What follows belongs to an exercise in optimizing a design on an open flow for small area; a production flow would make more cautious choices. Function was checked by simulation only, so behaviour that the tests miss may differ from the original. No activity file was given, so power comes from the tool's default toggle rates.

File: design.v
package kgp_rf_pkg;
  localparam int DEF_DATA_W   = 32;
  localparam int DEF_NUM_REGS = 32;
  typedef enum logic {
    RF_IDLE  = 1'b0,
    RF_CLEAR = 1'b1
  } rf_state_t;
  function automatic logic addr_legal(input int unsigned addr,
                                      input int unsigned num_regs,
                                      input bit          zero_reg);
    addr_legal = (addr < num_regs) && !(zero_reg && (addr == 0));
  endfunction
endpackage
module rf_clear_seq #(
  parameter int NUM_REGS = kgp_rf_pkg::DEF_NUM_REGS,
  parameter int ADDR_W   = 5
) (
  input  logic              clk,
  input  logic              rst_n,
  input  logic              clr_req,
  output logic              clr_busy,
  output logic              clr_we,
  output logic [ADDR_W-1:0] clr_idx,
  output kgp_rf_pkg::rf_state_t state_o
);
  kgp_rf_pkg::rf_state_t         state_q, state_d;
  logic [ADDR_W-1:0] idx_q, idx_d;
  always_ff @(posedge clk or negedge rst_n) begin
    if (!rst_n) begin
      state_q <= kgp_rf_pkg::RF_IDLE;
      idx_q   <= '0;
    end else begin
      state_q <= state_d;
      idx_q   <= idx_d;
    end
  end
  always_comb begin
    state_d = state_q;
    idx_d   = idx_q;
    case (state_q)
      kgp_rf_pkg::RF_IDLE: begin
        if (clr_req) begin
          state_d = kgp_rf_pkg::RF_CLEAR;
          idx_d   = '0;
        end
      end
      kgp_rf_pkg::RF_CLEAR: begin
        if (idx_q == ADDR_W'(NUM_REGS - 1)) begin
          state_d = kgp_rf_pkg::RF_IDLE;
          idx_d   = '0;
        end else begin
          idx_d = idx_q + 1'b1;
        end
      end
      default: begin
        state_d = kgp_rf_pkg::RF_IDLE;
        idx_d   = '0;
      end
    endcase
  end
  assign clr_busy = (state_q == kgp_rf_pkg::RF_CLEAR);
  assign clr_we   = (state_q == kgp_rf_pkg::RF_CLEAR);
  assign clr_idx  = idx_q;
  assign state_o  = state_q;
endmodule
module reg_file_sb #(
  parameter int DATA_W   = kgp_rf_pkg::DEF_DATA_W,
  parameter int NUM_REGS = kgp_rf_pkg::DEF_NUM_REGS,
  parameter int ADDR_W   = 5,
  parameter int ZERO_REG = 1,
  parameter int BYPASS   = 1
) (
  input  logic              clk,
  input  logic              rst_n,
  input  logic [ADDR_W-1:0] rd_addr_1,
  output logic [DATA_W-1:0] rd_data_1,
  output logic              rd_pend_1,
  input  logic [ADDR_W-1:0] rd_addr_2,
  output logic [DATA_W-1:0] rd_data_2,
  output logic              rd_pend_2,
  input  logic              wr_en,
  input  logic [ADDR_W-1:0] wr_addr,
  input  logic [DATA_W-1:0] wr_data,
  input  logic              issue_en,
  input  logic [ADDR_W-1:0] issue_addr,
  input  logic              clr_req,
  output logic              clr_busy
);
  localparam bit ZR = (ZERO_REG != 0);
  localparam bit BP = (BYPASS != 0);
  logic [DATA_W-1:0]   regs_q [NUM_REGS];
  logic [DATA_W-1:0]   regs_d [NUM_REGS];
  logic [NUM_REGS-1:0] pend_q, pend_d;
  logic              clr_we;
  logic [ADDR_W-1:0] clr_idx;
  kgp_rf_pkg::rf_state_t         clr_state;
  logic              clr_active;
  logic              wr_legal, issue_legal;
  logic              hit_1, hit_2;
  rf_clear_seq #(
    .NUM_REGS (NUM_REGS),
    .ADDR_W   (ADDR_W)
  ) u_clear_seq (
    .clk      (clk),
    .rst_n    (rst_n),
    .clr_req  (clr_req),
    .clr_busy (clr_busy),
    .clr_we   (clr_we),
    .clr_idx  (clr_idx),
    .state_o  (clr_state)
  );
  assign clr_active  = (clr_state == kgp_rf_pkg::RF_CLEAR);
  assign wr_legal    = wr_en && !clr_active && kgp_rf_pkg::addr_legal(32'(wr_addr), NUM_REGS, ZR);
  assign issue_legal = issue_en && !clr_active && kgp_rf_pkg::addr_legal(32'(issue_addr), NUM_REGS, ZR);
  always_ff @(posedge clk or negedge rst_n) begin
    if (!rst_n) begin
      for (int i = 0; i < NUM_REGS; i++) regs_q[i] <= '0;
      pend_q <= '0;
    end else begin
      for (int i = 0; i < NUM_REGS; i++) regs_q[i] <= regs_d[i];
      pend_q <= pend_d;
    end
  end
  always_comb begin
    pend_d = pend_q;
    for (int i = 0; i < NUM_REGS; i++) begin
      regs_d[i] = regs_q[i];
      if (clr_we && (clr_idx == ADDR_W'(i))) begin
        regs_d[i] = '0;
        pend_d[i] = 1'b0;
      end
      if (wr_legal && (wr_addr == ADDR_W'(i))) begin
        regs_d[i] = wr_data;
        pend_d[i] = 1'b0;
      end
      if (issue_legal && (issue_addr == ADDR_W'(i))) begin
        pend_d[i] = 1'b1;
      end
    end
  end
  assign hit_1 = BP && wr_legal && (wr_addr == rd_addr_1);
  assign hit_2 = BP && wr_legal && (wr_addr == rd_addr_2);
  always_comb begin
    rd_data_1 = '0;
    rd_pend_1 = 1'b0;
    rd_data_2 = '0;
    rd_pend_2 = 1'b0;
    for (int i = 0; i < NUM_REGS; i++) begin
      if (rd_addr_1 == ADDR_W'(i)) begin
        rd_data_1 = regs_q[i];
        rd_pend_1 = pend_q[i];
      end
      if (rd_addr_2 == ADDR_W'(i)) begin
        rd_data_2 = regs_q[i];
        rd_pend_2 = pend_q[i];
      end
    end
    if (hit_1) begin
      rd_data_1 = wr_data;
      rd_pend_1 = 1'b0;
    end
    if (hit_2) begin
      rd_data_2 = wr_data;
      rd_pend_2 = 1'b0;
    end
    if (!kgp_rf_pkg::addr_legal(32'(rd_addr_1), NUM_REGS, ZR)) begin
      rd_data_1 = '0;
      rd_pend_1 = 1'b0;
    end
    if (!kgp_rf_pkg::addr_legal(32'(rd_addr_2), NUM_REGS, ZR)) begin
      rd_data_2 = '0;
      rd_pend_2 = 1'b0;
    end
  end
endmodule
File: run.sh
#!/bin/bash
# synth_recipe.tcl (not shown) runs the flow's synth.tcl, then flattens the netlist and writes it again
# the make line also repeats each setting of config.mk as NAME=value (left out here)
make -C /OpenROAD-flow-scripts/flow DESIGN_CONFIG=/design/flow/config.mk WORK_HOME=/design/flow/orfs CLKGATE_MAP_FILE= SYNTH_SCRIPT=/design/flow/synth_recipe.tcl finish
File: config.mk
export PLATFORM = sky130hd
export DESIGN_NAME = reg_file_sb
export DESIGN_NICKNAME = reg_file_sb
export VERILOG_FILES = /design/flow/design.v
export SDC_FILE = /design/flow/constraint.sdc
export NUM_CORES = 4
export LEC_CHECK = 0
export CAP_MARGIN = 20
export CORE_MARGIN = 2
export CORE_UTILIZATION = 40
export SLEW_MARGIN = 20
File: constraint.sdc
create_clock -name core_clock -period 12.0 [get_ports {clk}]
set_input_delay 2.4000 -clock core_clock [delete_from_list [all_inputs] [get_ports {clk}]]
set_output_delay 2.4000 -clock core_clock [all_outputs]
set_load 0.01 [all_outputs]
==> summary.md, run 1 <==
| Metric | Value |
|---|---|
| CP max FO | 25 |
| Root Buffer | clkbuf_16 |
| Crit path launch type | input port |
| Post-Synthesis Cell Area | 55100 µm² |
| Hold/Removal Path Class | register to register |
| Final min period | about 10 ns |
| Hold Buf Count CTS | 0 |
| Worst Setup SP | rd_addr_1[4] |
| Worst path arrival time | 7.97 ns |
| Final non-filler cell total | 7202 |
| RSZ-0062 raised after global routing | false |
| Worst path required time | 9.60 ns |
| Period utilisation layout | 86.4% |
| CP Cell Sequence | clkdlybuf4s50_1 -> buf_4 -> nor2b_2 -> nand2_1 -> o2111ai_1 -> a211o_1 -> a32oi_1 -> nor3_1 -> a2bb2oi_1 -> nand2_1 -> clkdlybuf4s50_1 |
| Drt via density | 8.37 |
| Final slew viol count | 0 |
| Max-Cap Viols | 0 |
| Total number of vias | about 60000 |
| Sink Count | about 1100 |
| CP delay by family, top | simple AND/OR/NAND/NOR gates |
| Critical R2R Capture | regs_q[11][19] |
| Tot Pwr | between 10000 and 15000 µW |
| Post-synthesis mux area share | 1.97% |
| Clk slew on worst S/H paths | ~0.060 ns |
| H-tree Lvls | 3 |
| P&R area growth vs syn | 15.3% |
| WHS | 0.515 ns |
| Worst path depth | 11 |
| R2R Setup Slk | between 7 and 8 ns |
| Power per cell area | roughly 170 nW/µm² |
| Number of synthesized register bits | 1062 |
| Post-synth EDFFs | 0 |
| Post-Syn Nets | roughly 5400 |
| Antenna violations before repair | 37 |
| Worst setup margin | 1.63 ns |
| First-pass GRT wire length | 517 mm |
| Run status | timing/DRC/antenna clean |
| Most frequent cells in the layout | dfrtp_1, a22o_1, a22oi_1 |
| Cells after synthesis | 5346 |
| DIE WIDTH | 375 µm |
| Routed WL | approximately 400 mm |
| First drt pass iteration count | 11 |
| Reg2reg path depth | 8 |
| Net Sw Frac | 34.8% |
| Endpoints failing hold | 0 |
| Leakage | 0.0277 µW |
| Largest family of logic cells by synthesized area | compound AO/OA/AOI/OAI gates |
| DRT iter0 DRCs | about 14000 |
| Core area | approximately 140000 µm² |
| Chip height | around 370 µm |
| Postcts setup bufs | 0 |
| Clock latency (worst-skew pair) | 0.81 ns |
| Number of placed I/O pins | 124 |
| Number of distinct library cells after synthesis | 97 |
| Ys async rst share | 100% |
| Gr ovfl total | 0 |
| Vias in the first global route | approximately 56000 |
| DRC Markers | 0 |
| Clock share of power | 36.5% |
| Simple-gate share of the synthesized area | 9.65% |
| Slew headroom | approximately 4.3% |
| Slew @ Worst Pin | 1.43 ns |
| Synth Area in XOR/XNOR | 0.191% |
| Cts repair resizes | 0 |
| Yosys warns | 4 |
| Fin Setup TNS | 0 ns |
| Largest net degree at the start of global routing | 170 |
| Comb pwr share | around a fifth |
| Highest Clock Rate | around 96 MHz |
| Routed Antenna Nets | 0 |
| Gpl congestion | ~1.1 |
| Placed cells | a little under 7000 |
| Post-synthesis adder-cell area fraction | 0.136% |
| Fin nets | 5348 |
| Row count | 136 |
| Post-Syn Area per Cell | just over 10 µm² |
| Crit path to | rd_data_1[24] |
| Share of layout cells above drive strength 1 | 13.9% |
| Max stage delay on crit path | 1.08 ns |
| Synth Flop Type | dfrtp_1 |
| Endpoints failing setup | 0 |
| Slowest cell on the critical path | nor2b_2 |
| Cts bufs inserted | around 120 |
| Critical Path End Type | output port |
| Hold depth | 1 |
| Total Die Area | 141000 µm² |
| Worst vdd ir | roughly 0.16 mV |
| IO Port Bufs | 123 |
| DP Wirelength | ~250 mm |
| CP Class | input port to output port |
| CTS max path bufs | 3 |
| Flop pwr share | 44.3% |
| All-Layer GR Usage | 54.1% |
| RR Startpoint | u_clear_seq.state_q |
| Initial Utilization | 40.2% |
| Internal | 7210 µW |
| Clock skew | around 0.029 ns |
| CTS tree | done |
| P_sw | 3860 µW |
| Buf/Inv on CP | 3 |
| Dpl ws | 2.30 ns |
| Avg WL per Cell | 54.3 µm |
| Compound-cell area share of the yosys netlist | 34.8% |
| Seq/Total Area, Yosys | between 40% and 50% |
| Commonest non-fill, non-tap cell in the layout | dfrtp_1 |
final cells by class:
type	count	area [µm²]
clock buffer	169	3430
fill	12800	73500
sequential	1062	26600
antenna	21	52.6
multi-input combinational	3653	26800
timing repair buffer	427	3590
clock inverter	56	748
tap	1794	2240
inverter	20	75.1
sequential cells by signal, indices dropped and copies added (netlist names):
signal	flops
u_clear_seq.idx_q	5
pend_q	32
regs_q	1024
u_clear_seq.state_q	1
how the worst min path moves through the flow:
stage | start | endpoint | slack (ns)
global placement | regs_q[30][15] | regs_q[30][15] | 0.49
CTS | regs_q[30][15] | regs_q[30][15] | 0.51
detailed placement | regs_q[30][15] | regs_q[30][15] | 0.49
global route | regs_q[30][15] | regs_q[30][15] | 0.52
finish | regs_q[0][9] | regs_q[0][9] | 0.51
floorplan | regs_q[0][4] | regs_q[0][4] | 0.46
kinds of logic (layout without fill, tap and decap cells):
logic type      Yosys count  count (layout)
flops                  1062            1062
simple gates           1078            1078
xor+xnor                 12              12
fa+ha+maj                 6               6
compound gates         2476            2476
other cells               0              21
buf+inv                 631             672
mux                      81              81
worst register-to-register path: stages (launching register included):
cell	delay [ns]
dfrtp_1	0.65
nor2b_2	0.74
nor2b_1	0.59
nand3_1	0.44
nor2_4	0.70
buf_4	0.63
a21oi_4	0.08
buf_4	0.38
a22o_1	0.37
through the flow:
| step | area, µm² | util (%) |
|---|---|---|
| 2_1_floorplan | 55100 | - |
| 3_3_place_gp | 59100 | 43.2 |
| 3_5_place_dp | 59100 | 43.2 |
| 4_1_cts | 63300 | 46.2 |
| 5_1_grt | 63400 | 46.3 |
| 6_report | 63500 | 46.3 |
power by group through the flow:
stage / registers, µW / logic, µW / clock network [µW]
6_report: 4900 / 2130 / 4040
5_1_grt: 4890 / 2150 / 4160
4_1_cts: 4820 / 2010 / 4020
3_5_place_dp: 4860 / 2000 / 0
3_3_place_gp: 4890 / 1980 / 0
2_1_floorplan: 4540 / 1070 / 0
synth_stat cells, drive strengths merged, types with 9 or more instances:
master,n,area share [%]
dfrtp,1062,48
a22o,1049,17
a22oi,430,5.9
clkbuf,380,2.6
nor2,306,2.3
nand2,300,2.1
a21oi,255,2.3
buf,231,2.2
o21ai,226,2.1
nand3,101,0.92
a221oi,93,1.5
nor3,76,0.73
nand4,63,0.72
o22ai,58,0.66
a222oi,49,0.89
and2,43,0.49
mux2i,40,0.73
and3,36,0.41
a2111oi,34,0.58
a211oi,32,0.44
o211ai,32,0.44
nor4,31,0.35
o221ai,30,0.48
a31oi,29,0.33
a221o,24,0.44
nor2b,24,0.28
nand2b,22,0.25
mux2,21,0.43
mux4,20,0.82
nand3b,19,0.30
inv,18,0.12
a32oi,17,0.27
o2111ai,16,0.25
a2bb2oi,13,0.21
nor3b,12,0.19
and3b,10,0.16
o31ai,10,0.14
a21o,9,0.12
routing by layer:
metal | part of all wire, % | GRT usage (%) | vias up
li1 | - | - | 21000
met1 | 34 | 64.6 | 30000
met2 | 38 | 71.1 | 7012
met3 | 17 | 29.2 | 2215
met4 | 11 | 43.6 | 34
met5 | 0.082 | 1.27 | -
==> run 2, diff against run 1 <==
==> design.v (replaced) <==
package kgp_rf_pkg;
  localparam int DEF_DATA_W   = 32;
  localparam int DEF_NUM_REGS = 32;
endpackage
module rf_clear_seq (
  input  logic       clk,
  input  logic       rst_n,
  input  logic       clr_req,
  output logic       clr_busy,
  output logic [4:0] clr_idx
);
  logic       busy_q;
  logic [4:0] idx_q;
  always_ff @(posedge clk or negedge rst_n) begin
    if (!rst_n) begin
      busy_q <= 1'b0;
      idx_q  <= '0;
    end else begin
      busy_q <= busy_q ? (idx_q != 5'd31) : clr_req;
      idx_q  <= busy_q ? idx_q + 5'd1 : 5'd0;
    end
  end
  assign clr_busy = busy_q;
  assign clr_idx  = idx_q;
endmodule
module reg_file_sb (
  input  logic        clk,
  input  logic        rst_n,
  input  logic [4:0]  rd_addr_1,
  output logic [31:0] rd_data_1,
  output logic        rd_pend_1,
  input  logic [4:0]  rd_addr_2,
  output logic [31:0] rd_data_2,
  output logic        rd_pend_2,
  input  logic        wr_en,
  input  logic [4:0]  wr_addr,
  input  logic [31:0] wr_data,
  input  logic        issue_en,
  input  logic [4:0]  issue_addr,
  input  logic        clr_req,
  output logic        clr_busy
);
  logic [31:1][31:0] mem_q, mem_d;
  logic [31:1] vld_q, pend_q;
  logic [4:0]  clr_idx;
  logic        wr_ok, iss_ok, hit_1, hit_2;
  logic [31:1] wsel, wkeep, isel, csel, g_1, g_2;
  rf_clear_seq u_clear_seq (
    .clk      (clk),
    .rst_n    (rst_n),
    .clr_req  (clr_req),
    .clr_busy (clr_busy),
    .clr_idx  (clr_idx)
  );
  assign wr_ok  = wr_en && !clr_busy;
  assign iss_ok = issue_en && !clr_busy;
  assign hit_1  = wr_ok && (wr_addr != 5'd0) && (wr_addr == rd_addr_1);
  assign hit_2  = wr_ok && (wr_addr != 5'd0) && (wr_addr == rd_addr_2);
  always_comb begin
    for (int i = 1; i < 32; i++) begin
      wsel[i]  = wr_ok && (wr_addr == 5'(i));
      wkeep[i] = !wsel[i];
      isel[i]  = iss_ok && (issue_addr == 5'(i));
      csel[i]  = clr_busy && (clr_idx == 5'(i));
      g_1[i]   = (rd_addr_1 == 5'(i)) && vld_q[i] && !hit_1;
      g_2[i]   = (rd_addr_2 == 5'(i)) && vld_q[i] && !hit_2;
    end
  end
  for (genvar i = 1; i < 32; i++) begin : g_word
    rf_hold u_hold (
      .load (wsel[i]),
      .keep (wkeep[i]),
      .d_in (wr_data),
      .q    (mem_q[i]),
      .d    (mem_d[i])
    );
  end
  always_ff @(posedge clk) begin
    for (int i = 1; i < 32; i++) mem_q[i] <= mem_d[i];
  end
  always_ff @(posedge clk or negedge rst_n) begin
    if (!rst_n) begin
      vld_q  <= '0;
      pend_q <= '0;
    end else begin
      vld_q  <= (vld_q | wsel) & ~csel;
      pend_q <= ((pend_q & ~wsel) | isel) & ~csel;
    end
  end
  rf_rd_port u_rd_1 (
    .gate  (g_1),
    .hit   (hit_1),
    .w     (wr_data),
    .mem   (mem_q),
    .data  (rd_data_1)
  );
  rf_rd_port u_rd_2 (
    .gate  (g_2),
    .hit   (hit_2),
    .w     (wr_data),
    .mem   (mem_q),
    .data  (rd_data_2)
  );
  always_comb begin
    rd_pend_1 = 1'b0;
    rd_pend_2 = 1'b0;
    for (int i = 1; i < 32; i++) begin
      rd_pend_1 = rd_pend_1 | ((rd_addr_1 == 5'(i)) & pend_q[i] & !hit_1);
      rd_pend_2 = rd_pend_2 | ((rd_addr_2 == 5'(i)) & pend_q[i] & !hit_2);
    end
  end
endmodule
module rf_hold (
  input  logic        load,
  input  logic        keep,
  input  logic [31:0] d_in,
  input  logic [31:0] q,
  output logic [31:0] d
);
  assign d = ({32{load}} & d_in) | ({32{keep}} & q);
endmodule
module rf_rd_port (
  input  logic [31:1] gate,
  input  logic        hit,
  input  logic [31:0] w,
  input  logic [31:1][31:0] mem,
  output logic [31:0] data
);
  always_comb begin
    data = {32{hit}} & w;
    for (int i = 1; i < 32; i++) data = data | ({32{gate[i]}} & mem[i]);
  end
endmodule
--- a/config.mk
+++ b/config.mk
@@ -9,3 +9,4 @@
 export CORE_MARGIN = 2
 export CORE_UTILIZATION = 40
 export SLEW_MARGIN = 20
+export SYNTH_HIERARCHICAL = 1
==> run 2 against run 1 <==
  * Still clean on timing, DRC and antenna
  * Count of clock-buffer cells in the layout fell by 13
  * Combinational power shrank 73%
  * Cell area down 20%
  * Global-route usage down 19 points
  * Sequential cell count down 2
  * Hold slack got worse by 0.018 ns
  * Clock power down 8.4%
  * Area after synthesis decreased by 16%
  * Critical path type unchanged
  * Largest cell class is now sequential cells
  * Largest power group unchanged
  * Highest routed layer unchanged
==> summary.md, run 2 <==
| Metric | Value |
|---|---|
| Run status | timing/DRC/antenna clean |
| Endpoints failing hold | 0 (unchanged) |
| Hold/Removal Path Class | register to register |
| Filler cells | 10700 (-17%) |
| Drt via density | 7.51 (-10%) |
| Slowest cell on the critical path | and3_2 |
| DP Wirelength | 115 mm (-54%) |
| Met1 wire length | 79.6 mm (-41%) |
| Postcts setup bufs | 0 (unchanged) |
| DRT iter0 DRCs | 7307 (-47%) |
| Most frequent CP cell | clkdlybuf4s50_1 |
| Fin nets | 4245 (-21%) |
| Worst path arrival time | 7.33 ns (-0.64 ns) |
| Buf/Inv on CP | 3 (unchanged) |
| Share of layout cells above drive strength 1 | 11.3% (-2.6 points) |
| Max-Cap Viols | 0 (unchanged) |
| Endpoints failing setup | 0 (unchanged) |
| DRC Markers | 0 (unchanged) |
| All-Layer GR Usage | 35.0% (-19 points) |
| Max stage delay on crit path | 1.13 ns (+0.05 ns) |
| DIE WIDTH | 343 µm (-8.4%) |
| Total number of vias | 43500 (-28%) |
| Synth Flop Type | dfxtp_1 |
| Sink Count | 1060 (-0.19%) |
| Fin Setup TNS | 0 ns (unchanged) |
| Final slew viol count | 0 (unchanged) |
| Chip height | 343 µm (-8.4%) |
| Highest Clock Rate | 103 MHz (+6.6%) |
| CP Cell Sequence | clkdlybuf4s50_1 -> or2_1 -> o31ai_4 -> nor4_4 -> buf_4 -> nor2_1 -> and3_2 -> a22oi_1 -> nand4_1 -> or4_1 -> clkdlybuf4s50_1 |
| IO Port Bufs | 123 (unchanged) |
| Dpl ws | 2.55 ns (+0.258 ns) |
| Worst vdd ir | 0.127 mV (-21%) |
| Post-synth EDFFs | 0 (unchanged) |
| CTS max path bufs | 3 (unchanged) |
| Gpl congestion | 0.914 (-16%) |
| Routed wl met3 | 31.3 mm (-53%) |
| Vias in the first global route | 40800 (-27%) |
| CP max FO | 32 (+28%) |
| RSZ-0062 raised after global routing | false |
| Gr ovfl total | 0 (unchanged) |
| Placed cells | 5584 (-20%) |
| Regs by FF count | mem_q: 992 flops, pend_q: 31 flops, vld_q: 31 flops |
| Core area | 114000 µm² (-17%) |
| First drt pass iteration count | 10 (-1) |
| Final non-filler cell total | 5792 (-20%) |
| Antenna violations before repair | 8 (-78%) |
| First-pass GRT wire length | 300 mm (-42%) |
| Routed wl met2 | 90.0 mm (-39%) |
| Routed WL | 215 mm (-45%) |
| Seq/Total Area, Yosys | 46.8% (-1.5 points) |
| Synth top area share | 43.1% (-5.2 points) |
| Final min period | 9.73 ns (-0.642 ns) |
| Number of distinct library cells after synthesis | 57 (-41%) |
| Cells after synthesis | 4261 (-20%) |
| Total Die Area | 118000 µm² (-16%) |
| Most frequent cells in the layout | a22oi_1, dfxtp_1, a22o_1 |
| Clk slew on worst S/H paths | 0.06 ns (about the same) |
| Clock latency (worst-skew pair) | 0.73 ns (-0.08 ns) |
| Leakage | 0.0188 µW (-32%) |
| Slew headroom | 9.54% (+5.2 points) |
| Clock skew | 0.0443 ns (+0.0157 ns) |
| Max reg flops | 992 (-3.1%) |
| Worst path required time | 9.60 ns (about the same) |
| Max layer used | met5 |
| Most frequent cell after synthesis | a22oi_1 |
| Row count | 124 (-8.8%) |
| Largest net degree at the start of global routing | 69 (-59%) |
| Cts repair resizes | 0 (unchanged) |
| Avg WL per Cell | 37.1 µm (-32%) |
| Yosys warns | 9 (+5) |
| Ys async rst share | 6.42% (-94 points) |
| P&R area growth vs syn | 10.3% |
| Routed Antenna Nets | 0 (unchanged) |
| Root Buffer | clkbuf_16 |
| Worst setup margin | 2.27 ns (+0.642 ns) |
| Post-Syn Area per Cell | 10.8 µm² (+5.0%) |
| Critical Path End Type | output port |
| Power per cell area | 165 nW/µm² (-5.6%) |
| Cts bufs inserted | 112 (-7.4%) |
| Post-Synthesis Cell Area | 46100 µm² (-16%) |
| Number of synthesized register bits | 1060 (-0.19%) |
| Most flop-heavy register | mem_q |
| CP Class | input port to output port |
| Post-Syn Nets | 4320 (-20%) |
| WHS | 0.497 ns (-0.0177 ns) |
| CP delay by family, top | simple AND/OR/NAND/NOR gates |
| Slew @ Worst Pin | 1.36 ns (-0.0723 ns) |
| Number of placed I/O pins | 124 (unchanged) |
| Initial Utilization | 40.3% (+0.12 points) |
| Tot Pwr | 8370 µW (-24%) |
| Commonest non-fill, non-tap cell in the layout | a22oi_1 |
| Synth top area cells | dfxtp_1, a22o_1, a22oi_1, buf_6, dfrtp_1 |
| Area leader, netlist | dfxtp_1 |
| Hold Buf Count CTS | 0 (unchanged) |
| CTS tree | done |
| Period utilisation layout | 81.1% (-5.3 points) |
| H-tree Lvls | 3 (unchanged) |
| Crit path launch type | input port |
| Top post-synthesis cells by count | a22oi_1, dfxtp_1, a22o_1, nand4_1, buf_6 |
## run 2: path summary, 6_finish.rpt
path	from	end	slack, ns	cells past startpoint
max	wr_addr[1]	rd_data_1[25]	2.27	11
max in group asynchronous	rst_n	pend_q[20]	9.48	2
min reg2reg	mem_q[858]	mem_q[858]	0.50	1
min in group asynchronous	rst_n	u_clear_seq.busy_q	1.90	2
max reg2reg	u_clear_seq.busy_q	mem_q[452]	8.56	6
min	mem_q[858]	mem_q[858]	0.50	1
## run 2: power breakdown
part | switching (µW) | internal (µW) | total [µW]
clock network | 1540 | 2160 | 3700
logic | 320 | 263 | 582
registers | 262 | 3820 | 4090
## run 2: final cells by class
class                   count  area [µm²]  area share, %
diodes                      3        7.51         0.0148
clock buffers             156        3240           6.37
clock inverters            49         647           1.27
inverters                  35         134          0.263
multi-input cells        2754       21400           42.1
flip-flops and latches   1060       21600           42.4
well taps                1512        1890           3.72
repair buffers            223        1980           3.89
## run 2: through the flow
step | cell area (µm²) | utilization [%]
3_5_place_dp | 46900 | 41.0
6_report | 50800 | 44.5
5_1_grt | 50800 | 44.5
2_1_floorplan | 46100 | -
4_1_cts | 50800 | 44.4
3_3_place_gp | 46900 | 41.0
## run 2: per-module statistics from Yosys, one instance, submodules excluded
module / cells inside / area [µm²] / times used
reg_file_sb: 1527 / 24200 / 1
rf_clear_seq: 20 / 250 / 1
rf_hold: 38 / 350 / 31
rf_rd_port: 768 / 5380 / 2
## run 2: layer usage
layer	up-vias	global-route usage, %
li1	17400	-
met1	21100	43.9
met2	3960	51.7
met3	1024	13.3
met4	11	18.9
met5	-	0.441
## run 2: kinds of logic (layout without fill, tap and decap cells)
group / count (synthesis) / count (layout) / synth area share [%]
AND/OR/NAND/NOR: 579 / 579 / 7.68
flip-flops: 1060 / 1060 / 46.8
AO/OA/AOI/OAI: 2145 / 2145 / 37.6
buffers and inverters: 447 / 463 / 7.29
other: 0 / 3 / 0
adder cells (fa/ha/maj): 2 / 2 / 0.0543
XOR/XNOR: 11 / 11 / 0.209
multiplexers: 17 / 17 / 0.388
## run 2: worst register-to-register path, cell delays in order (launching register included)
cell	delay (ns)
dfrtp_1	0.58
nand2b_1	0.29
nor3_1	0.61
nand3_2	0.14
buf_4	0.39
inv_2	1.07
a22o_1	0.30
==> run 3, diff against run 2 <==
--- a/design.v
+++ b/design.v
@@ -56,14 +56,30 @@
   assign iss_ok = issue_en && !clr_busy;
   assign hit_1  = wr_ok && (wr_addr != 5'd0) && (wr_addr == rd_addr_1);
   assign hit_2  = wr_ok && (wr_addr != 5'd0) && (wr_addr == rd_addr_2);
+  logic [3:0] wa, ia, ca, ra_1, ra_2;
+  logic [7:0] wb, ib, cb, rb_1, rb_2;
   always_comb begin
+    for (int j = 0; j < 4; j++) begin
+      wa[j]   = (wr_addr[1:0] == 2'(j));
+      ia[j]   = (issue_addr[1:0] == 2'(j));
+      ca[j]   = (clr_idx[1:0] == 2'(j));
+      ra_1[j] = (rd_addr_1[1:0] == 2'(j)) && !hit_1;
+      ra_2[j] = (rd_addr_2[1:0] == 2'(j)) && !hit_2;
+    end
+    for (int j = 0; j < 8; j++) begin
+      wb[j]   = (wr_addr[4:2] == 3'(j)) && wr_ok;
+      ib[j]   = (issue_addr[4:2] == 3'(j)) && iss_ok;
+      cb[j]   = (clr_idx[4:2] == 3'(j)) && clr_busy;
+      rb_1[j] = (rd_addr_1[4:2] == 3'(j));
+      rb_2[j] = (rd_addr_2[4:2] == 3'(j));
+    end
     for (int i = 1; i < 32; i++) begin
-      wsel[i]  = wr_ok && (wr_addr == 5'(i));
+      wsel[i]  = wa[i % 4] && wb[i / 4];
       wkeep[i] = !wsel[i];
-      isel[i]  = iss_ok && (issue_addr == 5'(i));
-      csel[i]  = clr_busy && (clr_idx == 5'(i));
-      g_1[i]   = (rd_addr_1 == 5'(i)) && vld_q[i] && !hit_1;
-      g_2[i]   = (rd_addr_2 == 5'(i)) && vld_q[i] && !hit_2;
+      isel[i]  = ia[i % 4] && ib[i / 4];
+      csel[i]  = ca[i % 4] && cb[i / 4];
+      g_1[i]   = ra_1[i % 4] && rb_1[i / 4] && vld_q[i];
+      g_2[i]   = ra_2[i % 4] && rb_2[i / 4] && vld_q[i];
     end
   end
   for (genvar i = 1; i < 32; i++) begin : g_word
@@ -105,8 +121,8 @@
     rd_pend_1 = 1'b0;
     rd_pend_2 = 1'b0;
     for (int i = 1; i < 32; i++) begin
-      rd_pend_1 = rd_pend_1 | ((rd_addr_1 == 5'(i)) & pend_q[i] & !hit_1);
-      rd_pend_2 = rd_pend_2 | ((rd_addr_2 == 5'(i)) & pend_q[i] & !hit_2);
+      rd_pend_1 = rd_pend_1 | (ra_1[i % 4] & rb_1[i / 4] & pend_q[i]);
+      rd_pend_2 = rd_pend_2 | (ra_2[i % 4] & rb_2[i / 4] & pend_q[i]);
     end
   end
 endmodule
@@ -117,17 +133,62 @@
   input  logic [31:0] q,
   output logic [31:0] d
 );
-  assign d = ({32{load}} & d_in) | ({32{keep}} & q);
+  for (genvar b = 0; b < 32; b++) begin : g_bit
+    rf_ao22 u_ao (.a0 (load), .b0 (d_in[b]), .a1 (keep), .b1 (q[b]), .y (d[b]));
+  end
+endmodule
+module rf_ao22 (
+  input  logic a0, b0, a1, b1,
+  output logic y
+);
+  assign y = (a0 & b0) | (a1 & b1);
 endmodule
 module rf_rd_port (
-  input  logic [31:1] gate,
-  input  logic        hit,
-  input  logic [31:0] w,
-  input  logic [31:1][31:0] mem,
-  output logic [31:0] data
+  input  logic [31:1]        gate,
+  input  logic               hit,
+  input  logic [31:0]        w,
+  input  logic [31:1][31:0]  mem,
+  output logic [31:0]        data
 );
-  always_comb begin
-    data = {32{hit}} & w;
-    for (int i = 1; i < 32; i++) data = data | ({32{gate[i]}} & mem[i]);
+  for (genvar b = 0; b < 32; b++) begin : g_bit
+    logic [31:0] g, d;
+    logic [11:0] n;
+    logic [2:0]  h;
+    assign g = {gate, hit};
+    for (genvar i = 0; i < 32; i++) begin : g_in
+      assign d[i] = (i == 0) ? w[b] : mem[i][b];
+    end
+    for (genvar k = 0; k < 10; k++) begin : g_aoi
+      rf_aoi222 u_aoi (
+        .a0 (g[3*k]),   .b0 (d[3*k]),
+        .a1 (g[3*k+1]), .b1 (d[3*k+1]),
+        .a2 (g[3*k+2]), .b2 (d[3*k+2]),
+        .y  (n[k])
+      );
+    end
+    rf_nand2 u_nand_30 (.a (g[30]), .b (d[30]), .y (n[10]));
+    rf_nand2 u_nand_31 (.a (g[31]), .b (d[31]), .y (n[11]));
+    rf_nand4 u_nand_0 (.a (n[0]), .b (n[1]), .c (n[2]),  .d (n[3]),  .y (h[0]));
+    rf_nand4 u_nand_1 (.a (n[4]), .b (n[5]), .c (n[6]),  .d (n[7]),  .y (h[1]));
+    rf_nand4 u_nand_2 (.a (n[8]), .b (n[9]), .c (n[10]), .d (n[11]), .y (h[2]));
+    assign data[b] = |h;
   end
 endmodule
+module rf_aoi222 (
+  input  logic a0, b0, a1, b1, a2, b2,
+  output logic y
+);
+  assign y = ~((a0 & b0) | (a1 & b1) | (a2 & b2));
+endmodule
+module rf_nand2 (
+  input  logic a, b,
+  output logic y
+);
+  assign y = ~(a & b);
+endmodule
+module rf_nand4 (
+  input  logic a, b, c, d,
+  output logic y
+);
+  assign y = ~(a & b & c & d);
+endmodule
==> run 3 against run 2 <==
  * Critical path depth unchanged
  * Sequential share of layout area is 1.3 points higher
  * Synthesized cell count fell by 17%
  * Routed wire length down 6.6%
  * Critical path type unchanged
  * Critical endpoint is now rd_data_1[6]
==> summary.md, run 3 <==
| Metric | Value |
|---|---|
| FF+latch area | 21600 µm² (unchanged) |
| Row count | 118 (-4.8%) |
| RSZ-0062 raised after global routing | false |
| DRC Markers | 0 (unchanged) |
| First-pass GRT wire length | 281 mm (-6.2%) |
| DP Wirelength | 111 mm (-4.0%) |
| Area of the multi-input gates | 19900 µm² (-7.1%) |
| Drt via density | 7.88 (+4.9%) |
| Endpoints failing hold | 0 (unchanged) |
| Buf/Inv on CP | 3 (unchanged) |
| Postcts setup bufs | 0 (unchanged) |
| Synth top area cells | dfxtp_1, a22o_1, a222oi_1, dfrtp_1, nand4_1 |
| Clock latency (worst-skew pair) | 0.72 ns (about the same) |
| Number of placed I/O pins | 124 (unchanged) |
| Hold Buf Count CTS | 0 (unchanged) |
| Critical R2R Capture | mem_q[584] |
| Placed cells | 5131 (-8.1%) |
| Top post-synthesis cells by count | a22o_1, dfxtp_1, a222oi_1, nand4_1, nand2_1 |
| CTS max path bufs | 3 (unchanged) |
| Cells after synthesis | 3546 (-17%) |
| CP Class | input port to output port |
| Total Die Area | 106000 µm² (-9.8%) |
| Ys async rst share | 6.42% (unchanged) |
| GRT met3 Usage | 13.4% (+0.10 points) |
| Yosys warns | 8 (-1) |
| Post-Syn Area per Cell | 11.7 µm² (+8.3%) |
| Worst path required time | 9.60 ns (about the same) |
| Routed Antenna Nets | 0 (unchanged) |
| Period utilisation layout | 84.7% (+3.6 points) |
| Critical Path End Type | output port |
| P&R area growth vs syn | 18.8% |
| Regs by FF count | mem_q: 992 flops, pend_q: 31 flops, vld_q: 31 flops |
| Max reg flops | 992 (unchanged) |
| R2R Setup Slk | 8.10 ns (-0.46 ns) |
| Largest net degree at the start of global routing | 69 (unchanged) |
| Tot Pwr | 8390 µW (+0.25%) |
| Worst path arrival time | 7.76 ns (+0.43 ns) |
| Power per cell area | 170 nW/µm² (+3.3%) |
| Max stage delay on crit path | 1.04 ns (-0.09 ns) |
| Seq/Total Area, Yosys | 51.9% (+5.1 points) |
| Slew @ Worst Pin | 1.30 ns (-0.0542 ns) |
| Vias in the first global route | 39000 (-4.3%) |
| Fin Setup TNS | 0 ns (unchanged) |
| Most frequent cells in the layout | a22o_1, dfxtp_1, a222oi_1 |
| Most frequent CP cell | clkdlybuf4s50_1 |
| Final non-filler cell total | 5349 (-7.6%) |
| Fin nets | 3923 (-7.6%) |
| H-tree Lvls | 3 (unchanged) |
| Hold/Removal Path Class | register to register |
| Final slew viol count | 0 (unchanged) |
| Clk slew on worst S/H paths | 0.06 ns (about the same) |
| Avg WL per Cell | 37.5 µm (+1.2%) |
| Met1 GRT Util | 47.0% (+3.1 points) |
| Cts repair resizes | 0 (unchanged) |
| Chip height | 326 µm (-5.0%) |
| CTS tree | done |
| Post-Synthesis Cell Area | 41500 µm² (-9.9%) |
| Routed WL | 201 mm (-6.6%) |
| Worst Setup SP | wr_addr[1] |
| Max-Cap Viols | 0 (unchanged) |
| Filler cells | 9244 (-13%) |
| CP max FO | 37 (+16%) |
| Endpoints failing setup | 0 (unchanged) |
| Worst vdd ir | 0.112 mV (-12%) |
| RR Startpoint | u_clear_seq.busy_q |
| Crit path to | rd_data_1[6] |
| Gr ovfl total | 0 (unchanged) |
| Dpl ws | 2.11 ns (-0.447 ns) |
| Total number of vias | 42200 (-3.1%) |
| CP Cell Sequence | clkdlybuf4s50_1 -> nor2_1 -> a21o_2 -> nor4_4 -> buf_4 -> nor3b_1 -> and3_2 -> a222oi_1 -> nand4_1 -> or3_1 -> clkdlybuf4s50_1 |
| Share of layout cells above drive strength 1 | 10.4% (-0.91 points) |
| Met2 GRT Util | 48.5% (-3.2 points) |
| Synth Flop Type | dfxtp_1 |
| Highest Clock Rate | 98.4 MHz (-4.2%) |
| All-Layer GR Usage | 35.6% (+0.60 points) |
| Core area | 103000 µm² (-9.7%) |
| Antenna violations before repair | 8 (unchanged) |
| Hold Startpoint | mem_q[795] |
| Most flop-heavy register | mem_q |
| Number of distinct library cells after synthesis | 50 (-12%) |
| Number of synthesized register bits | 1060 (unchanged) |
| Sink Count | 1060 (unchanged) |
| Initial Utilization | 40.2% (-0.061 points) |
| Post-Syn Nets | 3605 (-17%) |
| CP delay by family, top | simple AND/OR/NAND/NOR gates |
| Leakage | 0.0185 µW (-1.2%) |
| WHS | 0.496 ns (-0.00129 ns) |
| Final min period | 10.16 ns (+0.430 ns) |
| Post-synth EDFFs | 0 (unchanged) |
| Reg2reg path depth | 6 (unchanged) |
| Run status | timing/DRC/antenna clean |
| DIE WIDTH | 326 µm (-5.0%) |
| Area leader, netlist | dfxtp_1 |
| First drt pass iteration count | 17 (+7) |
| IO Port Bufs | 123 (unchanged) |
| Slew headroom | 13.2% (+3.6 points) |
| Cts bufs inserted | 110 (-1.8%) |
| Synth top area share | 47.8% (+4.7 points) |
| Crit path launch type | input port |
| Gpl congestion | 0.941 (+3.0%) |
| Worst path depth | 11 (unchanged) |
| GRT Max-Usage Layer | met2 |
| Root Buffer | clkbuf_16 |
| DRT iter0 DRCs | 10400 (+42%) |
| Clock skew | 0.0361 ns (-0.00820 ns) |
| Worst setup margin | 1.84 ns (-0.430 ns) |
| Slowest cell on the critical path | and3_2 |
[run 3: cell count changes after synthesis, sizes merged, moves of 63 or more]
cell / before / now
a22oi: 1057 / 32
nand4: 257 / 194
buf: 297 / 12
or3: 1 / 66
nand2: 39 / 176
clkbuf: 115 / 22
a222oi: 0 / 640
or4: 64 / 0
[run 3: final cells by class]
cell class / instances / share of cell area (%)
Clock buffer: 155 / 6.55
Timing Repair Buffer: 240 / 4.30
Sequential cell: 1060 / 43.7
Antenna cell: 10 / 0.0507
Tap cell: 1380 / 3.50
Clock inverter: 52 / 1.46
Multi-Input combinational cell: 2421 / 40.2
Inverter: 31 / 0.236
[run 3: metrics by stage]
stage / util [%] / cell area, µm²
2_1_floorplan: - / 41500
3_3_place_gp: 43.9 / 45300
3_5_place_dp: 43.9 / 45300
4_1_cts: 47.8 / 49300
5_1_grt: 47.8 / 49300
6_report: 47.8 / 49400
[run 3: logic make-up (layout without fill, tap and decap cells)]
| logic type | count (synthesis) | in the layout | synth area share [%] |
|---|---|---|---|
| AOI/OAI and AO/OA | 1755 | 1755 | 38.3 |
| DFF | 1060 | 1060 | 51.9 |
| and+or+nand+nor | 637 | 637 | 8.48 |
| buffers and inverters | 65 | 478 | 0.615 |
| muxes | 16 | 16 | 0.437 |
| xor gates and xnor gates | 11 | 11 | 0.232 |
| adders and majority gates | 2 | 2 | 0.0602 |
| other | 0 | 10 | 0 |
[run 3: worst reg2reg max path: cells and delay by family (launching register included)]
kind,cells,cell delay (ns)
DFF,1,0.57
and+or+nand+nor,3,2.17
AOI/OAI and AO/OA,1,0.27
buffers and inverters,2,0.83
[run 3: report_power, final]
part	internal (µW)	switching (µW)	total (µW)
Combinational	267	328	595
Sequential	3820	257	4080
Clock	2200	1510	3720
Total	6290	2100	8390
[run 3: per-layer routing]
layer	vias to the layer above	share of wire, %
met5	-	0.051
met4	6	7.3
met3	824	16
met2	4097	39
met1	20500	38
li1	16800	-
[run 3: worst min path at each step]
| stage | slack [ns] | cells after the start | to |
|---|---|---|---|
| floorplan | 0.46 | 1 | mem_q[160] |
| global placement | 0.47 | 1 | mem_q[452] |
| detailed placement | 0.48 | 1 | mem_q[92] |
| finish | 0.50 | 1 | mem_q[795] |
| CTS | 0.50 | 1 | mem_q[883] |
| global route | 0.51 | 1 | mem_q[393] |
[run 3: per-module statistics from Yosys, one instance, submodules excluded, a selection]
module	cell area, µm²	times used	flops+latches
reg_file_sb	24100	1	1054
rf_clear_seq	250	1	6
rf_rd_port	200	2	0
rf_aoi222	10.0	640	0
rf_ao22	8.76	992	0
rf_nand4	6.26	192	0
rf_nand2	3.75	128	0
==> run 4, diff against run 3 <==
==> flow/run.sh (new file) <==
#!/bin/bash
# The standard ORFS layout, with two changes: the port buffers are the
# smallest buffer cell, and CTS clusters the flip-flops into groups of at most
# 20 within 80 um, drives each group with one clkbuf_16 and inserts no dummy
# loads. The make output goes to flow_make.log here; each ORFS step also keeps
# its own log under orfs/logs.
set -euo pipefail
export CTS_ARGS="-sink_clustering_enable -repair_clock_nets -sink_clustering_size 20 -sink_clustering_max_diameter 80 -buf_list sky130_fd_sc_hd__clkbuf_16 -dont_use_dummy_load"
export BUFFER_PORTS_ARGS="-buffer_cell sky130_fd_sc_hd__buf_1"
bash standard.sh finish > flow_make.log 2>&1
==> standard.sh (new file) <==
#!/bin/bash
# synth_recipe.tcl (not shown) runs the flow's synth.tcl, then flattens the netlist and writes it again
# the make line also repeats each setting of config.mk as NAME=value (left out here)
make -C /OpenROAD-flow-scripts/flow DESIGN_CONFIG=/design/flow/config.mk WORK_HOME=/design/flow/orfs CLKGATE_MAP_FILE= SYNTH_SCRIPT=/design/flow/synth_recipe.tcl "${@:-finish}"
removed: run.sh
==> run 4 against run 3 <==
  * Synthesized cell count stayed put
  * Via count fell by 2.1%
  * Register-to-register slack better by 0.42 ns
  * Clock power decreased by 44%
  * Sequential cell count stayed put
  * Cell area shrank 6.8%
  * Power shrank 20%
  * Die area stayed put
  * Hold slack improved by 0.0024 ns
  * First-iteration DRC count fell by 6.7%
  * Combinational power decreased by 3.7%
==> summary.md, run 4 <==
| Metric | Value |
|---|---|
| Run status | timing/DRC/antenna clean |
| Root Buffer | clkbuf_16 |
| Routed Antenna Nets | 0 (unchanged) |
| Synth Flop Type | dfxtp_1 |
| Filler cells | 9558 (+3.4%) |
| Fin Setup TNS | 0 ns (unchanged) |
| Clock latency (worst-skew pair) | 0.71 ns (about the same) |
| Postcts setup bufs | 0 (unchanged) |
| Worst setup margin | 2.59 ns (+0.749 ns) |
| Slew headroom | 17.1% (+3.9 points) |
| GRT Max-Usage Layer | met2 |
| Slowest cell on the critical path | and3_2 |
| Hold/Removal Path Class | register to register |
| RR Startpoint | u_clear_seq.busy_q |
| Period utilisation layout | 78.4% (-6.2 points) |
| Gr ovfl total | 0 (unchanged) |
| Routed WL | 196 mm (-2.1%) |
| Most frequent cells in the layout | a22o_1, dfxtp_1, a222oi_1 |
| Worst vdd ir | 0.129 mV (+15%) |
| Met1 GRT Util | 46.3% (-0.70 points) |
| Buf/Inv on CP | 3 (unchanged) |
| Max reg flops | 992 (unchanged) |
| Share of layout cells above drive strength 1 | 7.45% (-2.9 points) |
| Final min period | 9.41 ns (-0.749 ns) |
| Regs by FF count | mem_q: 992 flops, pend_q: 31 flops, vld_q: 31 flops |
| Number of distinct library cells after synthesis | 50 (unchanged) |
| CP max FO | 37 (unchanged) |
| Top post-synthesis cells by count | a22o_1, dfxtp_1, a222oi_1, nand4_1, nand2_1 |
| Max-Cap Viols | 0 (unchanged) |
| Clk slew on worst S/H paths | 0.07 ns (about the same) |
| Post-synth EDFFs | 0 (unchanged) |
| All-Layer GR Usage | 34.7% (-0.89 points) |
| DIE WIDTH | 326 µm (unchanged) |
| Cells after synthesis | 3546 (unchanged) |
| Antenna violations before repair | 8 (unchanged) |
| IO Port Bufs | 123 (unchanged) |
| Most frequent CP cell | buf_1 |
| Core area | 103000 µm² (unchanged) |
| DP Wirelength | 109 mm (-1.0%) |
| Post-Synthesis Cell Area | 41500 µm² (unchanged) |
| Seq/Total Area, Yosys | 51.9% (unchanged) |
| Initial Utilization | 40.2% (unchanged) |
| Hold Buf Count CTS | 0 (unchanged) |
| First-pass GRT wire length | 276 mm (-2.1%) |
| Endpoints failing hold | 0 (unchanged) |
| Clock skew | 0.0616 ns (+0.0255 ns) |
| First drt pass iteration count | 17 (unchanged) |
| Worst path required time | 9.60 ns (about the same) |
| Synth top area share | 47.8% (unchanged) |
| Slew @ Worst Pin | 1.24 ns (-0.0586 ns) |
| Avg WL per Cell | 37.9 µm (+1.0%) |
| P&R area growth vs syn | 10.8% |
| Hold Startpoint | mem_q[990] |
| Final cell area excluding filler cells | 46000 µm² (-6.8%) |
| Critical Path End Type | output port |
| Number of synthesized register bits | 1060 (unchanged) |
| CTS tree | done |
| GRT met3 Usage | 12.1% (-1.3 points) |
| DRC Markers | 0 (unchanged) |
| Final core area utilization | 44.6% (-3.2 points) |
| Endpoints failing setup | 0 (unchanged) |
| Cts bufs inserted | 60 (-45%) |
| Largest net degree at the start of global routing | 69 (unchanged) |
| Dpl ws | 2.86 ns (+0.750 ns) |
| Row count | 118 (unchanged) |
| Gpl congestion | 0.948 (+0.73%) |
| Highest Clock Rate | 106 MHz (+8.0%) |
| DRT iter0 DRCs | 9694 (-6.7%) |
| Synth top area cells | dfxtp_1, a22o_1, a222oi_1, dfrtp_1, nand4_1 |
| H-tree Lvls | 2 (-1) |
| Vias in the first global route | 38000 (-2.8%) |
| Sink Count | 1060 (unchanged) |
| Power per cell area | 146 nW/µm² (-14%) |
| Area leader, netlist | dfxtp_1 |
| CP Class | input port to output port |
| Met2 GRT Util | 48.1% (-0.42 points) |
| Total number of vias | 41300 (-2.1%) |
| Max stage delay on crit path | 1.12 ns (+0.08 ns) |
| Final slew viol count | 0 (unchanged) |
| Ys async rst share | 6.42% (unchanged) |
| CTS max path bufs | 3 (unchanged) |
| Crit path launch type | input port |
| Placed cells | 5117 (-0.27%) |
| Fin nets | 3858 (-1.7%) |
| RSZ-0062 raised after global routing | false |
| Yosys warns | 8 (unchanged) |
| Chip height | 326 µm (unchanged) |
| Number of placed I/O pins | 124 (unchanged) |
| Leakage | 0.0170 µW (-8.5%) |
| Total Die Area | 106000 µm² (unchanged) |
| Area of placed instances | 44500 µm² (-1.9%) |
| Most flop-heavy register | mem_q |
| CP delay by family, top | simple AND/OR/NAND/NOR gates |
| Cts repair resizes | 0 (unchanged) |
| Post-Syn Nets | 3605 (unchanged) |
| CP Cell Sequence | buf_1 -> nor2_1 -> a21o_2 -> nor4_4 -> buf_4 -> nor3b_1 -> and3_2 -> a222oi_1 -> nand4_1 -> or3_1 -> buf_1 |
| Worst Setup SP | wr_addr[1] |
| Final non-filler cell total | 5183 (-3.1%) |
| Drt via density | 7.96 (+1.0%) |
| Post-Syn Area per Cell | 11.7 µm² (unchanged) |
| Worst path arrival time | 7.01 ns (-0.75 ns) |
==> run 4: cell counts after synthesis <==
No cell type changed its count.
==> run 4: through the flow <==
stage	total power [µW]	hold slack [ns]
4_1_cts	6700	0.502
2_1_floorplan	4420	0.460
5_1_grt	6920	0.512
6_report	6730	0.498
3_5_place_dp	4690	0.477
3_3_place_gp	4680	0.472
==> run 4: per-layer routing <==
layer | part of all wire, % | wire length [µm] | up-vias
li1 | - | - | 16500
met1 | 38 | 74000 | 20200
met2 | 40 | 79100 | 3837
met3 | 15 | 30200 | 700
met4 | 6.6 | 13000 | 6
met5 | 0.059 | 116 | -
==> run 4: modules after synthesis (local to each module, per instance), a selection <==
module        flops+latches  cells  copies in the design
reg_file_sb            1054   1510                     1
rf_clear_seq              6     20                     1
rf_rd_port                0     32                     2
rf_aoi222                 0      1                   640
rf_ao22                   0      1                   992
rf_nand4                  0      1                   192
rf_nand2                  0      1                   128
==> run 4: cells by family (layout without fill, tap and decap cells) <==
family	Yosys count	count (layout)	share of synthesized area, %
flip-flops	1060	1060	51.9
other	0	6	0
XOR/XNOR	11	11	0.232
adder cells (fa/ha/maj)	2	2	0.0602
buffers and inverters	65	316	0.615
multiplexers	16	16	0.437
AO/OA/AOI/OAI	1755	1755	38.3
AND/OR/NAND/NOR	637	637	8.48
==> run 4: final cells by class <==
class / count / area (µm²) / share of cell area, %
Clock buffer: 60 / 1500 / 3.26
Tap cell: 1380 / 1730 / 3.75
Antenna cell: 6 / 15.0 / 0.0326
Sequential cell: 1060 / 21600 / 46.9
Multi-Input combinational cell: 2421 / 19900 / 43.2
Timing Repair Buffer: 225 / 1240 / 2.69
Inverter: 31 / 116 / 0.253
==> run 4: worst paths after layout <==
kind                                 endpoint  slack [ns]  cells past startpoint
min in group asynchronous           pend_q[6]        1.91                      2
worst min register to register     mem_q[990]        0.50                      1
worst min-delay path               mem_q[990]        0.50                      1
worst max-delay path            rd_data_1[23]        2.59                     11
max in group asynchronous          pend_q[29]        9.42                      2
worst max register to register      vld_q[24]        8.52                      8
==> run 4: where the power goes <==
part / internal [µW] / switching (µW)
clock network: 883 / 1200
logic: 249 / 325
registers: 3820 / 256
total: 4950 / 1780
==> run 5, diff against run 4 <==
==> flow/run.sh (replaced) <==
#!/bin/bash
# The standard ORFS layout, with two changes: the port buffers are the
# smallest buffer cell, and CTS clusters the flip-flops into groups of at most
# 12 within 50 um, drives each group with one clkbuf_8 and inserts no dummy
# loads. The make output goes to flow_make.log here; each ORFS step also keeps
# its own log under orfs/logs.
set -euo pipefail
export CTS_ARGS="-sink_clustering_enable -repair_clock_nets -sink_clustering_size 12 -sink_clustering_max_diameter 50 -buf_list sky130_fd_sc_hd__clkbuf_8 -dont_use_dummy_load"
export BUFFER_PORTS_ARGS="-buffer_cell sky130_fd_sc_hd__buf_1"
bash standard.sh finish > flow_make.log 2>&1
==> run 5 against run 4 <==
  * Still clean on timing, DRC and antenna
  * Power is 0.33% lower
  * Clock skew grew 0.026 ns
  * Clock power barely moved
  * Area after synthesis did not move
  * Final cell count rose by 1.1%
  * Synthesized cell count is the same
  * Largest power group unchanged
==> summary.md, run 5 <==
| Metric | Value |
|---|---|
| Run status | timing/DRC/antenna clean |
| IO Port Bufs | 123 (unchanged) |
| Yosys warns | 8 (unchanged) |
| RSZ-0062 raised after global routing | false |
| Post-Synthesis Cell Area | 41500 µm² (unchanged) |
| Clock skew | 0.0877 ns (+0.0260 ns) |
| CP Class | input port to output port |
| Area of the multi-input gates | 19900 µm² (unchanged) |
| CTS tree | done |
| Max reg flops | 992 (unchanged) |
| Ys async rst share | 6.42% (unchanged) |
| Gpl congestion | 0.948 (unchanged) |
| Gr ovfl total | 0 (unchanged) |
| Largest net degree at the start of global routing | 69 (unchanged) |
| FF+latch area | 21600 µm² (unchanged) |
| Hold/Removal Path Class | register to register |
| Most flop-heavy register | mem_q |
| Comb pwr share | 8.6% (about the same) |
| DRT iter0 DRCs | 9696 (+0.021%) |
| Clock share of power | 30.7% (-0.3 points) |
| Fin Setup TNS | 0 ns (unchanged) |
| Number of distinct library cells after synthesis | 50 (unchanged) |
| Critical Path End Type | output port |
| Post-synth EDFFs | 0 (unchanged) |
| Synth top area cells | dfxtp_1, a22o_1, a222oi_1, dfrtp_1, nand4_1 |
| Worst path required time | 9.60 ns (about the same) |
| Number of placed I/O pins | 124 (unchanged) |
| Slew headroom | 16.3% (-0.77 points) |
| Root Buffer | clkbuf_8 |
| Leakage | 0.0171 µW (+0.56%) |
| Final min period | 9.46 ns (+0.0458 ns) |
| Hold Buf Count CTS | 0 (unchanged) |
| P&R area growth vs syn | 11.1% |
| Row count | 118 (unchanged) |
| RR Startpoint | u_clear_seq.busy_q |
| Endpoints failing hold | 0 (unchanged) |
| Chip height | 326 µm (unchanged) |
| Fin nets | 3913 (+1.4%) |
| H-tree Lvls | 3 (+1) |
| Sink Count | 1060 (unchanged) |
| Routed WL | 197 mm (+0.49%) |
| Post-Syn Nets | 3605 (unchanged) |
| Cells after synthesis | 3546 (unchanged) |
| Clk slew on worst S/H paths | 0.06 ns (about the same) |
| Initial Utilization | 40.2% (unchanged) |
| All-Layer GR Usage | 34.9% (+0.19 points) |
| Filler cells | 9603 (+0.47%) |
| P_sw | 1810 µW (+1.7%) |
| Avg WL per Cell | 37.7 µm (-0.62%) |
| CP max FO | 37 (unchanged) |
| DIE WIDTH | 326 µm (unchanged) |
| Drt via density | 7.92 (-0.47%) |
| Hold Startpoint | mem_q[219] |
| Hold depth | 1 (unchanged) |
| WHS | 0.496 ns (-0.00189 ns) |
| Cts repair resizes | 0 (unchanged) |
| Worst setup margin | 2.54 ns (-0.0458 ns) |
| Reg2reg path depth | 6 (-2) |
| Highest Clock Rate | 106 MHz (-0.48%) |
| Max-Cap Viols | 0 (unchanged) |
| Postcts setup bufs | 0 (unchanged) |
| Most frequent cells in the layout | a22o_1, dfxtp_1, a222oi_1 |
| Slew @ Worst Pin | 1.26 ns (+0.0116 ns) |
| Area leader, netlist | dfxtp_1 |
| Core area | 103000 µm² (unchanged) |
| Dpl ws | 2.86 ns (unchanged) |
| Total Die Area | 106000 µm² (unchanged) |
| Routed Antenna Nets | 0 (unchanged) |
| Final slew viol count | 0 (unchanged) |
| Worst vdd ir | 0.127 mV (-1.2%) |
| Critical R2R Capture | mem_q[562] |
| First-pass GRT wire length | 277 mm (+0.46%) |
| Net Sw Frac | 27.0% (+0.53 points) |
| Power per cell area | 145 nW/µm² (-0.56%) |
| Seq/Total Area, Yosys | 51.9% (unchanged) |
| Crit path launch type | input port |
| Regs by FF count | mem_q: 992 flops, pend_q: 31 flops, vld_q: 31 flops |
| Clock latency (worst-skew pair) | 0.81 ns (+0.10 ns) |
| CTS max path bufs | 3 (unchanged) |
| First drt pass iteration count | 17 (unchanged) |
| DRC Markers | 0 (unchanged) |
| Synth Flop Type | dfxtp_1 |
| DP Wirelength | 109 mm (unchanged) |
| Total number of vias | 41500 (+0.64%) |
| Share of layout cells above drive strength 1 | 8.77% (+1.3 points) |
| Antenna violations before repair | 11 (+3) |
| Worst path arrival time | 7.06 ns (+0.05 ns) |
| Synth top area share | 47.8% (unchanged) |
| Hold EP | mem_q[219] |
| Cts bufs inserted | 113 (+88%) |
| Top post-synthesis cells by count | a22o_1, dfxtp_1, a222oi_1, nand4_1, nand2_1 |
| Internal | 4900 µW (-1.0%) |
| Flop pwr share | 60.7% (+0.2 points) |
| Endpoints failing setup | 0 (unchanged) |
| R2R Setup Slk | 8.44 ns (-0.08 ns) |
| Period utilisation layout | 78.8% (+0.38 points) |
| Number of synthesized register bits | 1060 (unchanged) |
| Post-Syn Area per Cell | 11.7 µm² (unchanged) |
| Vias in the first global route | 38500 (+1.4%) |
run 5: cell counts after synthesis:
No cell type changed its count.
run 5: critical path: stages:
cell      delay, ns
buf_1          0.14
nor2_1         0.65
a21o_2         0.29
nor4_4         0.05
buf_4          0.29
nor3b_1        0.86
and3_2         1.15
a222oi_1       0.30
nand4_1        0.48
or3_1          0.23
buf_1          0.17
run 5: power groups by stage:
stage	combinational [µW]	clock [µW]	sequential, µW
floorplan	362	0	4060
global placement	545	0	4130
detailed placement	558	0	4130
CTS	559	2070	4060
global route	611	2180	4110
finish	576	2060	4080
run 5: logic make-up (layout without fill, tap and decap cells):
| logic type | Yosys count | count (layout) | share of synthesized area, % |
|---|---|---|---|
| adder cells (fa/ha/maj) | 2 | 2 | 0.0602 |
| AO/OA/AOI/OAI | 1755 | 1755 | 38.3 |
| multiplexers | 16 | 16 | 0.437 |
| buffers and inverters | 65 | 371 | 0.615 |
| XOR/XNOR | 11 | 11 | 0.232 |
| AND/OR/NAND/NOR | 637 | 637 | 8.48 |
| flip-flops | 1060 | 1060 | 51.9 |
| other | 0 | 9 | 0 |
run 5: area by class of cell:
cell class | count | area share, %
well taps | 1380 | 3.74
clock buffers | 113 | 3.37
multi-input cells | 2421 | 43.1
diodes | 9 | 0.0488
repair buffers | 227 | 2.79
flip-flops and latches | 1060 | 46.7
inverters | 31 | 0.252
run 5: Yosys stat by module (local to each module, per instance), a selection:
module	area [µm²]	cells inside	copies in the design
reg_file_sb	24100	1510	1
rf_nand4	6.26	1	192
rf_clear_seq	250	20	1
rf_rd_port	200	32	2
rf_ao22	8.76	1	992
rf_aoi222	10.0	1	640
rf_nand2	3.75	1	128
run 5: stage by stage:
stage	total power, µW	area [µm²]	utilization [%]	cells
finish	6710	46100	44.7	5241
CTS	6690	46100	44.6	5230
floorplan	4420	41500	-	3546
global placement	4680	44500	43.1	5116
global route	6900	46100	44.7	5235
detailed placement	4690	44500	43.1	5117
run 5: worst max path at each step:
stage,slack (ns),end,start,cells past startpoint
global placement,2.90,rd_data_1[13],wr_addr[1],11
detailed placement,2.86,rd_data_1[20],wr_addr[0],11
floorplan,4.07,rd_data_2[0],wr_addr[2],9
global route,2.55,rd_data_1[12],wr_addr[0],11
CTS,2.85,rd_data_1[20],wr_addr[0],11
finish,2.54,rd_data_1[23],wr_addr[1],11
run 5: layer usage:
metal  share of wire [%]  global-route usage, %
met2                  40                   48.2
met3                  15                   13.1
met1                  38                   46.0
met5               0.020                      0
met4                 6.7                   20.7
==> run 6, diff against run 5 <==
==> flow/run.sh (replaced) <==
#!/bin/bash
# The standard ORFS layout, with two changes: the port buffers are the
# smallest buffer cell, and CTS clusters the flip-flops into groups of at most
# 26 within 90 um, drives each group with one clkbuf_16 and inserts no dummy
# loads. The make output goes to flow_make.log here; each ORFS step also keeps
# its own log under orfs/logs.
set -euo pipefail
export CTS_ARGS="-sink_clustering_enable -repair_clock_nets -sink_clustering_size 26 -sink_clustering_max_diameter 90 -buf_list sky130_fd_sc_hd__clkbuf_16 -dont_use_dummy_load"
export BUFFER_PORTS_ARGS="-buffer_cell sky130_fd_sc_hd__buf_1"
bash standard.sh finish > flow_make.log 2>&1
==> run 6 against run 5 <==
  * Highest routed layer unchanged
  * Die area unchanged
  * Count of clock-buffer cells in the layout down 65
  * Sequential power barely moved
  * Clock power shrank 9%
==> summary.md, run 6 <==
| Metric | Value |
|---|---|
| Synth top area share | 47.8% (unchanged) |
| Fin Setup TNS | 0 ns (unchanged) |
| Endpoints failing setup | 0 (unchanged) |
| Max-Cap Viols | 0 (unchanged) |
| CP Cell Sequence | buf_1 -> nor2_1 -> a21o_2 -> nor4_4 -> buf_4 -> nor3b_1 -> and3_2 -> a222oi_1 -> nand4_1 -> or3_1 -> buf_1 |
| Vias in the first global route | 37900 (-1.6%) |
| Total number of vias | 41000 (-1.3%) |
| Synth top area cells | dfxtp_1, a22o_1, a222oi_1, dfrtp_1, nand4_1 |
| IO Port Bufs | 123 (unchanged) |
| FF+latch area | 21600 µm² (unchanged) |
| Max stage delay on crit path | 1.12 ns (-0.03 ns) |
| Flop pwr share | 62.4% (+1.7 points) |
| Post-synthesis adder-cell area fraction | 0.0602% (unchanged) |
| Buf/Inv on CP | 3 (unchanged) |
| Critical R2R Capture | mem_q[744] |
| Clk slew on worst S/H paths | 0.10 ns (+0.04 ns) |
| All-Layer GR Usage | 34.7% (-0.21 points) |
| Most flop-heavy register | mem_q |
| Seq/Total Area, Yosys | 51.9% (unchanged) |
| DRC Markers | 0 (unchanged) |
| Area leader, netlist | dfxtp_1 |
| Cts bufs inserted | 48 (-58%) |
| Compound-cell area share of the yosys netlist | 38.3% (unchanged) |
| Most frequent CP cell | buf_1 |
| Max reg flops | 992 (unchanged) |
| Final slew viol count | 0 (unchanged) |
| Slew @ Worst Pin | 1.27 ns (+0.0150 ns) |
| Sink Count | 1060 (unchanged) |
| Post-Syn Area per Cell | 11.7 µm² (unchanged) |
| First drt pass iteration count | 11 (-6) |
| Row count | 118 (unchanged) |
| Synth Flop Type | dfxtp_1 |
| Simple-gate share of the synthesized area | 8.48% (unchanged) |
| Comb pwr share | 8.8% (+0.2 points) |
| DRT iter0 DRCs | 9563 (-1.4%) |
| Drt via density | 7.91 (-0.12%) |
| Reg2reg path depth | 7 (+1) |
| Largest net degree at the start of global routing | 69 (unchanged) |
| Post-Synthesis Cell Area | 41500 µm² (unchanged) |
| Hold Startpoint | mem_q[779] |
| H-tree Lvls | 2 (-1) |
| Hold EP | mem_q[779] |
| Gpl congestion | 0.948 (unchanged) |
| Gr ovfl total | 0 (unchanged) |
| Leakage | 0.0168 µW (-1.4%) |
| Share of layout cells above drive strength 1 | 7.18% (-1.6 points) |
| Routed Antenna Nets | 0 (unchanged) |
| Top post-synthesis cells by count | a22o_1, dfxtp_1, a222oi_1, nand4_1, nand2_1 |
| Hold Buf Count CTS | 0 (unchanged) |
| Filler cells | 9581 (-0.23%) |
| Postcts setup bufs | 0 (unchanged) |
| Cells after synthesis | 3546 (unchanged) |
| Routed WL | 196 mm (-0.57%) |
| Worst vdd ir | 0.128 mV (+0.56%) |
| Slowest cell on the critical path | and3_2 |
| Crit path launch type | input port |
| Initial Utilization | 40.2% (unchanged) |
| Run status | timing/DRC/antenna clean |
| CP max FO | 37 (unchanged) |
| Regs by FF count | mem_q: 992 flops, pend_q: 31 flops, vld_q: 31 flops |
| CP delay by family, top | simple AND/OR/NAND/NOR gates |
| Yosys warns | 8 (unchanged) |
| Antenna violations before repair | 11 (unchanged) |
| CTS max path bufs | 3 (unchanged) |
| Clock share of power | 28.8% (-1.9 points) |
| Root Buffer | clkbuf_16 |
| Power per cell area | 143 nW/µm² (-1.9%) |
| Core area | 103000 µm² (unchanged) |
| Area of the multi-input gates | 19900 µm² (unchanged) |
| Chip height | 326 µm (unchanged) |
| Number of placed I/O pins | 124 (unchanged) |
| Post-synthesis mux area share | 0.437% (unchanged) |
| CTS tree | done |
| Number of distinct library cells after synthesis | 50 (unchanged) |
| Number of synthesized register bits | 1060 (unchanged) |
| Period utilisation layout | 78.1% (-0.68 points) |
| Largest family of logic cells by synthesized area | compound AO/OA/AOI/OAI gates |
| Internal | 4790 µW (-2.3%) |
| Final core area utilization | 44.3% (-0.36 points) |
| Critical Path End Type | output port |
| Cts repair resizes | 0 (unchanged) |
| Fin nets | 3847 (-1.7%) |
| Worst path arrival time | 6.98 ns (-0.08 ns) |
| Worst path required time | 9.60 ns (about the same) |
| Ys async rst share | 6.42% (unchanged) |
| Highest Clock Rate | 107 MHz (+0.86%) |
| Endpoints failing hold | 0 (unchanged) |
| P_sw | 1740 µW (-3.8%) |
| Total Die Area | 106000 µm² (unchanged) |
| DP Wirelength | 109 mm (unchanged) |
| Net Sw Frac | 26.7% (-0.31 points) |
| Synth Area in XOR/XNOR | 0.232% (unchanged) |
| Clock latency (worst-skew pair) | 0.68 ns (-0.13 ns) |
| First-pass GRT wire length | 275 mm (-0.57%) |
| Tot Pwr | 6530 µW (-2.7%) |
| Post-synth EDFFs | 0 (unchanged) |
| Most frequent cells in the layout | a22o_1, dfxtp_1, a222oi_1 |
| RR Startpoint | u_clear_seq.busy_q |
| DIE WIDTH | 326 µm (unchanged) |
| Hold depth | 1 (unchanged) |
| CP Class | input port to output port |
| Post-Syn Nets | 3605 (unchanged) |
run 6: cell counts after synthesis:
No cell type changed its count.
run 6: cell type report:
cell class | instances | share of cell area (%)
Timing Repair Buffer | 226 | 2.75
Clock buffer | 48 | 2.63
Antenna cell | 12 | 0.0656
Inverter | 31 | 0.254
Sequential cell | 1060 | 47.1
Tap cell | 1380 | 3.77
Multi-Input combinational cell | 2421 | 43.4
run 6: worst max path at each step:
stage / start / endpoint / slack (ns) / cells after the start
2_1_floorplan: wr_addr[2] / rd_data_2[0] / 4.07 / 9
3_3_place_gp: wr_addr[1] / rd_data_1[13] / 2.90 / 11
3_5_place_dp: wr_addr[0] / rd_data_1[20] / 2.86 / 11
4_1_cts: wr_addr[0] / rd_data_1[20] / 2.85 / 11
5_1_grt: wr_addr[0] / rd_data_1[12] / 2.58 / 11
6_report: wr_addr[1] / rd_data_1[20] / 2.62 / 11
run 6: kinds of logic after synthesis:
family / Yosys count
buffers and inverters: 65
AND/OR/NAND/NOR: 637
flip-flops: 1060
adder cells (fa/ha/maj): 2
XOR/XNOR: 11
AO/OA/AOI/OAI: 1755
multiplexers: 16
run 6: worst reg2reg max path: cells and delay by family, from the launching register on:
kind	cells	cell delay, ns
compound gates	1	0.23
buf+inv	3	1.66
flops	1	0.58
simple gates	3	1.04
run 6: modules after synthesis (local to each module, per instance), a selection:
module        flip-flops and latches  cell area, µm²
rf_nand2                           0            3.75
rf_nand4                           0            6.26
rf_ao22                            0            8.76
rf_rd_port                         0             200
reg_file_sb                     1054           24100
rf_aoi222                          0            10.0
rf_clear_seq                       6             250
run 6: stage by stage:
stage	setup WS [ns]	cell area [µm²]	cells	hold WS, ns
detailed placement	2.86	44500	5117	0.477
global route	2.58	45700	5168	0.516
global placement	2.90	44500	5116	0.472
floorplan	4.07	41500	3546	0.460
CTS	2.85	45700	5165	0.505
finish	2.62	45800	5178	0.502
run 6: power by group through the flow:
stage | Clock (µW) | Combinational (µW) | Sequential (µW)
final | 1880 | 575 | 4070
after global routing | 2000 | 611 | 4110
after CTS | 1890 | 559 | 4060
after detailed placement | 0 | 558 | 4130
after global placement | 0 | 545 | 4130
after floorplan | 0 | 362 | 4060
run 6: routing by layer:
layer / track usage [%] / routed length, µm / part of all wire [%]
met1: 46.3 / 74900 / 38
met5: 1.24 / 215 / 0.11
met4: 19.7 / 13000 / 6.6
met3: 12.2 / 29000 / 15
met2: 48.2 / 79100 / 40

Setup slack of run 6, layout unchanged: 2.622 ns with ideal ports, 2.601 ns with driving cells assumed (clock clkbuf_16, inputs buf_2), 2.601 ns with port delays also shifted by the 0.726 ns mid clock arrival.
